Source: an optimization exercise on an open RTL-to-GDS flow (aim: small area and a short achievable clock period). Production flows keep margins and buffers that such runs may drop. In this exercise RTL edits were held to simulation tests only and were not proved equivalent to the original. Power figures rest on the tool's default switching activity, not on a simulated workload.

==> module dp_onehot_mux16, before the edit <==
module dp_onehot_mux16 (
  input  logic [15:0] sel,
  input  logic [15:0] d,
  output logic y
);
  logic n0;
  dp_aoi22 u_n0 (.a0(sel[0]), .b0(d[0]), .a1(sel[1]), .b1(d[1]), .y(n0));
  logic n1;
  dp_aoi22 u_n1 (.a0(sel[2]), .b0(d[2]), .a1(sel[3]), .b1(d[3]), .y(n1));
  logic n2;
  dp_aoi22 u_n2 (.a0(sel[4]), .b0(d[4]), .a1(sel[5]), .b1(d[5]), .y(n2));
  logic n3;
  dp_aoi22 u_n3 (.a0(sel[6]), .b0(d[6]), .a1(sel[7]), .b1(d[7]), .y(n3));
  logic n4;
  dp_aoi22 u_n4 (.a0(sel[8]), .b0(d[8]), .a1(sel[9]), .b1(d[9]), .y(n4));
  logic n5;
  dp_aoi22 u_n5 (.a0(sel[10]), .b0(d[10]), .a1(sel[11]), .b1(d[11]), .y(n5));
  logic n6;
  dp_aoi22 u_n6 (.a0(sel[12]), .b0(d[12]), .a1(sel[13]), .b1(d[13]), .y(n6));
  logic n7;
  dp_aoi22 u_n7 (.a0(sel[14]), .b0(d[14]), .a1(sel[15]), .b1(d[15]), .y(n7));
  logic t_l0_0;
  dp_nand3 u_t_l0_0 (.a0(n0), .a1(n1), .a2(n2), .y(t_l0_0));
  logic t_l0_1;
  dp_nand3 u_t_l0_1 (.a0(n3), .a1(n4), .a2(n5), .y(t_l0_1));
  logic t_l0_2;
  dp_nand2 u_t_l0_2 (.a0(n6), .a1(n7), .y(t_l0_2));
  logic t_l1_0;
  dp_nor2 u_t_l1_0 (.a0(t_l0_0), .a1(t_l0_1), .y(t_l1_0));
  logic t_l1_1;
  dp_nor1 u_t_l1_1 (.a0(t_l0_2), .y(t_l1_1));
  logic t_l2_0;
  dp_nand2 u_t_l2_0 (.a0(t_l1_0), .a1(t_l1_1), .y(t_l2_0));
  assign y = t_l2_0;
endmodule
make LEC_CHECK=0 CAP_MARGIN=20 CELL_PAD_IN_SITES_DETAIL_PLACEMENT=1 CELL_PAD_IN_SITES_GLOBAL_PLACEMENT=1 CORE_MARGIN=2 CORE_UTILIZATION=45 CTS_CLUSTER_DIAMETER=90 CTS_CLUSTER_SIZE=25 SETUP_SLACK_MARGIN=3.2 SLEW_MARGIN=20 SYNTH_HIERARCHICAL=1 SYNTH_MINIMUM_KEEP_SIZE=0 TNS_END_PERCENT=5 finish   # period 6.5 ns
run.sh (not shown) runs the stock make flow with config.mk's settings and CLKGATE_MAP_FILE= SYNTH_SCRIPT=/design/flow/synth_recipe.tcl, a recipe that flattens the netlist after the stock synthesis.
Rerun with:
--- a/flow/design.v
+++ b/flow/design.v
@@ -118,32 +118,22 @@
 );
   logic n0;
-  dp_aoi22 u_n0 (.a0(sel[0]), .b0(d[0]), .a1(sel[1]), .b1(d[1]), .y(n0));
+  dp_aoi222 u_n0 (.a0(sel[0]), .b0(d[0]), .a1(sel[1]), .b1(d[1]), .a2(sel[2]), .b2(d[2]), .y(n0));
   logic n1;
-  dp_aoi22 u_n1 (.a0(sel[2]), .b0(d[2]), .a1(sel[3]), .b1(d[3]), .y(n1));
+  dp_aoi222 u_n1 (.a0(sel[3]), .b0(d[3]), .a1(sel[4]), .b1(d[4]), .a2(sel[5]), .b2(d[5]), .y(n1));
   logic n2;
-  dp_aoi22 u_n2 (.a0(sel[4]), .b0(d[4]), .a1(sel[5]), .b1(d[5]), .y(n2));
+  dp_aoi222 u_n2 (.a0(sel[6]), .b0(d[6]), .a1(sel[7]), .b1(d[7]), .a2(sel[8]), .b2(d[8]), .y(n2));
   logic n3;
-  dp_aoi22 u_n3 (.a0(sel[6]), .b0(d[6]), .a1(sel[7]), .b1(d[7]), .y(n3));
+  dp_aoi222 u_n3 (.a0(sel[9]), .b0(d[9]), .a1(sel[10]), .b1(d[10]), .a2(sel[11]), .b2(d[11]), .y(n3));
   logic n4;
-  dp_aoi22 u_n4 (.a0(sel[8]), .b0(d[8]), .a1(sel[9]), .b1(d[9]), .y(n4));
+  dp_aoi222 u_n4 (.a0(sel[12]), .b0(d[12]), .a1(sel[13]), .b1(d[13]), .a2(sel[14]), .b2(d[14]), .y(n4));
   logic n5;
-  dp_aoi22 u_n5 (.a0(sel[10]), .b0(d[10]), .a1(sel[11]), .b1(d[11]), .y(n5));
-  logic n6;
-  dp_aoi22 u_n6 (.a0(sel[12]), .b0(d[12]), .a1(sel[13]), .b1(d[13]), .y(n6));
-  logic n7;
-  dp_aoi22 u_n7 (.a0(sel[14]), .b0(d[14]), .a1(sel[15]), .b1(d[15]), .y(n7));
+  dp_nand2 u_n5 (.a0(sel[15]), .a1(d[15]), .y(n5));
   logic t_l0_0;
   dp_nand3 u_t_l0_0 (.a0(n0), .a1(n1), .a2(n2), .y(t_l0_0));
   logic t_l0_1;
   dp_nand3 u_t_l0_1 (.a0(n3), .a1(n4), .a2(n5), .y(t_l0_1));
-  logic t_l0_2;
-  dp_nand2 u_t_l0_2 (.a0(n6), .a1(n7), .y(t_l0_2));
   logic t_l1_0;
   dp_nor2 u_t_l1_0 (.a0(t_l0_0), .a1(t_l0_1), .y(t_l1_0));
-  logic t_l1_1;
-  dp_nor1 u_t_l1_1 (.a0(t_l0_2), .y(t_l1_1));
-  logic t_l2_0;
-  dp_nand2 u_t_l2_0 (.a0(t_l1_0), .a1(t_l1_1), .y(t_l2_0));
-  assign y = t_l2_0;
+  assign y = ~t_l1_0;
 endmodule
 module dp_onehot_mux256 (
Area after synthesis drops by 1.1%. Combinational power came out lower by 2.9%. Setup slack is worse by 0.028 ns. Power is lower by 0.76%. Hold slack gets worse by 0.016 ns. Count of clock-buffer cells in the layout is higher by 7. Global-route usage is lower by 0.96 points.

========
datapath_unit with an RTL version that a note above also has.
Size: ~9000 cells after synthesis, about 4500 flip-flops, about 89 I/O pins, roughly 0.16 mm^2 of cells after synthesis.
## datapath_unit
module datapath_unit #(
  parameter int DATA_W    = datapath_pkg::DATA_W,
  parameter int RF_DEPTH  = 1 << datapath_pkg::RF_AW,
  parameter int RAM_DEPTH = 1 << datapath_pkg::RAM_AW
) (
  input  logic                         Clk,
  input  logic                         Reset,
  input  logic [2:0]                   ALU_s,
  input  logic [$clog2(RAM_DEPTH)-1:0] D_addr,
  input  logic                         D_wr,
  input  logic [$clog2(RF_DEPTH)-1:0]  RF_Ra_addr,
  input  logic [$clog2(RF_DEPTH)-1:0]  RF_Rb_addr,
  input  logic                         RF_WenA,
  input  logic                         RF_WenB,
  output logic [DATA_W-1:0]            Ra_data,
  output logic [DATA_W-1:0]            Rb_data,
  output logic [DATA_W-1:0]            ALU_Out,
  output logic                         ALU_Z,
  output logic [DATA_W-1:0]            D_rdata
);
  localparam int RAM_AW = $clog2(RAM_DEPTH);
  localparam int RF_AW  = $clog2(RF_DEPTH);
  logic [RF_DEPTH-1:0][DATA_W-1:0] rf_q;
  logic [RF_DEPTH-1:0]             rf_valid;
  logic [RF_DEPTH-1:0]             rf_rd_a, rf_rd_b;
  logic [DATA_W-1:0]               ra_q, rb_q;
  logic [RF_DEPTH-1:0]             rf_sel_a, rf_sel_b;
  logic [DATA_W-1:0]               ra_next, rb_next;
  logic [DATA_W-1:0]               alu_out;
  logic [DATA_W-1:0]               d_rdata_q;
  always_comb begin
    for (int i = 0; i < RF_DEPTH; i++) begin
      rf_sel_a[i] = (RF_Ra_addr == RF_AW'(i));
      rf_sel_b[i] = (RF_Rb_addr == RF_AW'(i));
      rf_rd_a[i]  = rf_sel_a[i] && rf_valid[i];
      rf_rd_b[i]  = rf_sel_b[i] && rf_valid[i];
    end
  end
  for (genvar b = 0; b < DATA_W; b++) begin : g_rf_rd
    logic [RF_DEPTH-1:0] col;
    for (genvar i = 0; i < RF_DEPTH; i++) begin : g_col
      assign col[i] = rf_q[i][b];
    end
    dp_onehot_mux16 u_mux_a (.sel(rf_rd_a), .d(col), .y(ra_next[b]));
    dp_onehot_mux16 u_mux_b (.sel(rf_rd_b), .d(col), .y(rb_next[b]));
  end
  logic [RF_DEPTH-1:0]             rf_we_a, rf_we_b, rf_hold;
  logic [RF_DEPTH-1:0][DATA_W-1:0] rf_d;
  always_comb begin
    for (int i = 0; i < RF_DEPTH; i++) begin
      rf_we_a[i] = RF_WenA && rf_sel_a[i];
      rf_we_b[i] = RF_WenB && rf_sel_b[i] && !rf_we_a[i];
  ...
Settings: LEC_CHECK=0, CAP_MARGIN=20, CELL_PAD_IN_SITES_DETAIL_PLACEMENT=1, CELL_PAD_IN_SITES_GLOBAL_PLACEMENT=1, CORE_MARGIN=2, CORE_UTILIZATION=45, CTS_CLUSTER_DIAMETER=90, CTS_CLUSTER_SIZE=25, SETUP_SLACK_MARGIN=3.2, SLEW_MARGIN=20, SYNTH_HIERARCHICAL=1, SYNTH_MINIMUM_KEEP_SIZE=0, TNS_END_PERCENT=0; clock period 6.5 ns.
The first run finished clean.
Edit:
--- a/flow/design.v
+++ b/flow/design.v
@@ -78,46 +78,20 @@
   assign y = ~(a0 | a1 | a2 | a3);
 endmodule
 module dp_dec3 (
   input  logic [2:0] s,
   output logic [7:0] y
 );
   always_comb begin
     for (int k = 0; k < 8; k++) y[k] = (s == 3'(k));
   end
 endmodule
-module dp_addsub16 #(
-  parameter bit SUB = 1'b0
-) (
-  input  logic [15:0] a,
-  input  logic [15:0] b,
-  output logic [15:0] s
-);
-  logic [15:0]      bb, p0;
-  logic [4:0][15:0] g, p;
-  assign bb = SUB ? ~b : b;
-  assign p0 = a ^ bb;
-  assign p[0] = p0;
-  assign g[0] = {a[15:1] & bb[15:1], SUB ? (a[0] | bb[0]) : (a[0] & bb[0])};
-  for (genvar l = 0; l < 4; l++) begin : g_lvl
-    for (genvar i = 0; i < 16; i++) begin : g_bit
-      if (i >= (1 << l)) begin : g_op
-        assign g[l+1][i] = g[l][i] | (p[l][i] & g[l][i - (1 << l)]);
-        assign p[l+1][i] = p[l][i] & p[l][i - (1 << l)];
-      end else begin : g_pass
-        assign g[l+1][i] = g[l][i];
-        assign p[l+1][i] = p[l][i];
-      end
-    end
-  end
-  assign s = p0 ^ {g[4][14:0], SUB};
-endmodule
 module dp_onehot_mux16 (
   input  logic [15:0] sel,
   input  logic [15:0] d,
   output logic y
 );
   logic n0;
   dp_aoi222 u_n0 (.a0(sel[0]), .b0(d[0]), .a1(sel[1]), .b1(d[1]), .a2(sel[2]), .b2(d[2]), .y(n0));
   logic n1;
   dp_aoi222 u_n1 (.a0(sel[3]), .b0(d[3]), .a1(sel[4]), .b1(d[4]), .a2(sel[5]), .b2(d[5]), .y(n1));
   logic n2;
@@ -497,22 +471,22 @@
     end else begin
       rf_valid <= rf_valid | ~rf_hold;
       ra_q     <= ra_next;
       rb_q     <= rb_next;
     end
   end
   assign Ra_data = ra_q;
   assign Rb_data = rb_q;
   logic [DATA_W-1:0] sum_d, diff_d, inc_d;
   logic              z_pass_d, z_add_d, z_eq_d, z_and_d, z_or_d, z_ones_d;
-  dp_addsub16 #(.SUB(1'b0)) u_add (.a(ra_next), .b(rb_next), .s(sum_d));
-  dp_addsub16 #(.SUB(1'b1)) u_sub (.a(ra_next), .b(rb_next), .s(diff_d));
+  assign sum_d    = ra_next + rb_next;
+  assign diff_d   = ra_next - rb_next;
   assign inc_d    = ra_next + 1'b1;
   assign z_pass_d = ~|ra_next;
   assign z_add_d  = &((ra_next ^ rb_next) ~^ {ra_next[DATA_W-2:0] | rb_next[DATA_W-2:0], 1'b0});
   assign z_eq_d   = (ra_next == rb_next);
   assign z_and_d  = ~|(ra_next & rb_next);
   assign z_or_d   = ~|(ra_next | rb_next);
   assign z_ones_d = &ra_next;
   logic [DATA_W-1:0] sum_q, diff_q, inc_q, ram_wdn_q;
   logic              z_pass_q, z_add_q, z_eq_q, z_and_q, z_or_q, z_ones_q;
   always_ff @(posedge Clk or posedge Reset) begin
The new run went through all stages and came out clean.
Count of clock-buffer cells in the layout climbs by 21.
Hold slack loses 0.0075 ns.
Sequential power hardly moves.
Worst setup slack loses 0.16 ns.
Utilization hardly moves.
Global-route usage climbs by 0.44 points.
Total power climbs by about 0.8%.
Die area drops by about 0.46%.
Final cell count barely changes.
Non-clock buffer count climbs by 33.
Synthesized cell count stays flat.

-- separate check: timing with driven ports --
How much do the figures lean on ideal ports? The routed layouts below were timed once more, with nothing changed but the port constraints. Step 1 assumes that a clkbuf_16 drives the clock port and a buf_2 every other input. Step 2 adds t to the input delays and takes it off the output delays; t is the mean of the earliest and latest rising clock arrival at the registers after step 1. Input paths then give back, and output paths get back, about the clock's delay inside the block. a / b / c = no drivers / after step 1 / after step 2; a / b = the first two.
| run | shift t [ns] | setup WS [ns] | worst hold slack (ns) | worst setup path at the end | worst slew at a driven data input, ns |
|---|---|---|---|---|---|
| the first run of note 1 | 1.067 | 2.816 / 2.595 / 1.956 | 0.535 / 0.535 / 0.535 | input to register | 0.29 |
| the second run of note 1 | 1.079 | 2.788 / 2.539 / 1.798 | 0.519 / 0.519 / 0.519 | input to register | 0.40 |
| the first run of note 2 | 1.072 | 2.686 / 2.627 / 1.595 | 0.515 / 0.515 / 0.515 | input to register | 0.24 |
| the second run of note 2 | 1.062 | 2.522 / 2.451 / 1.519 | 0.508 / 0.508 / 0.508 | input to register | 0.21 |
After both steps every run listed still meets setup and hold. For the first run of note 2, which loses most, drivers alone change the setup slack by -0.059 ns; drivers and shift together by -1.091 ns.
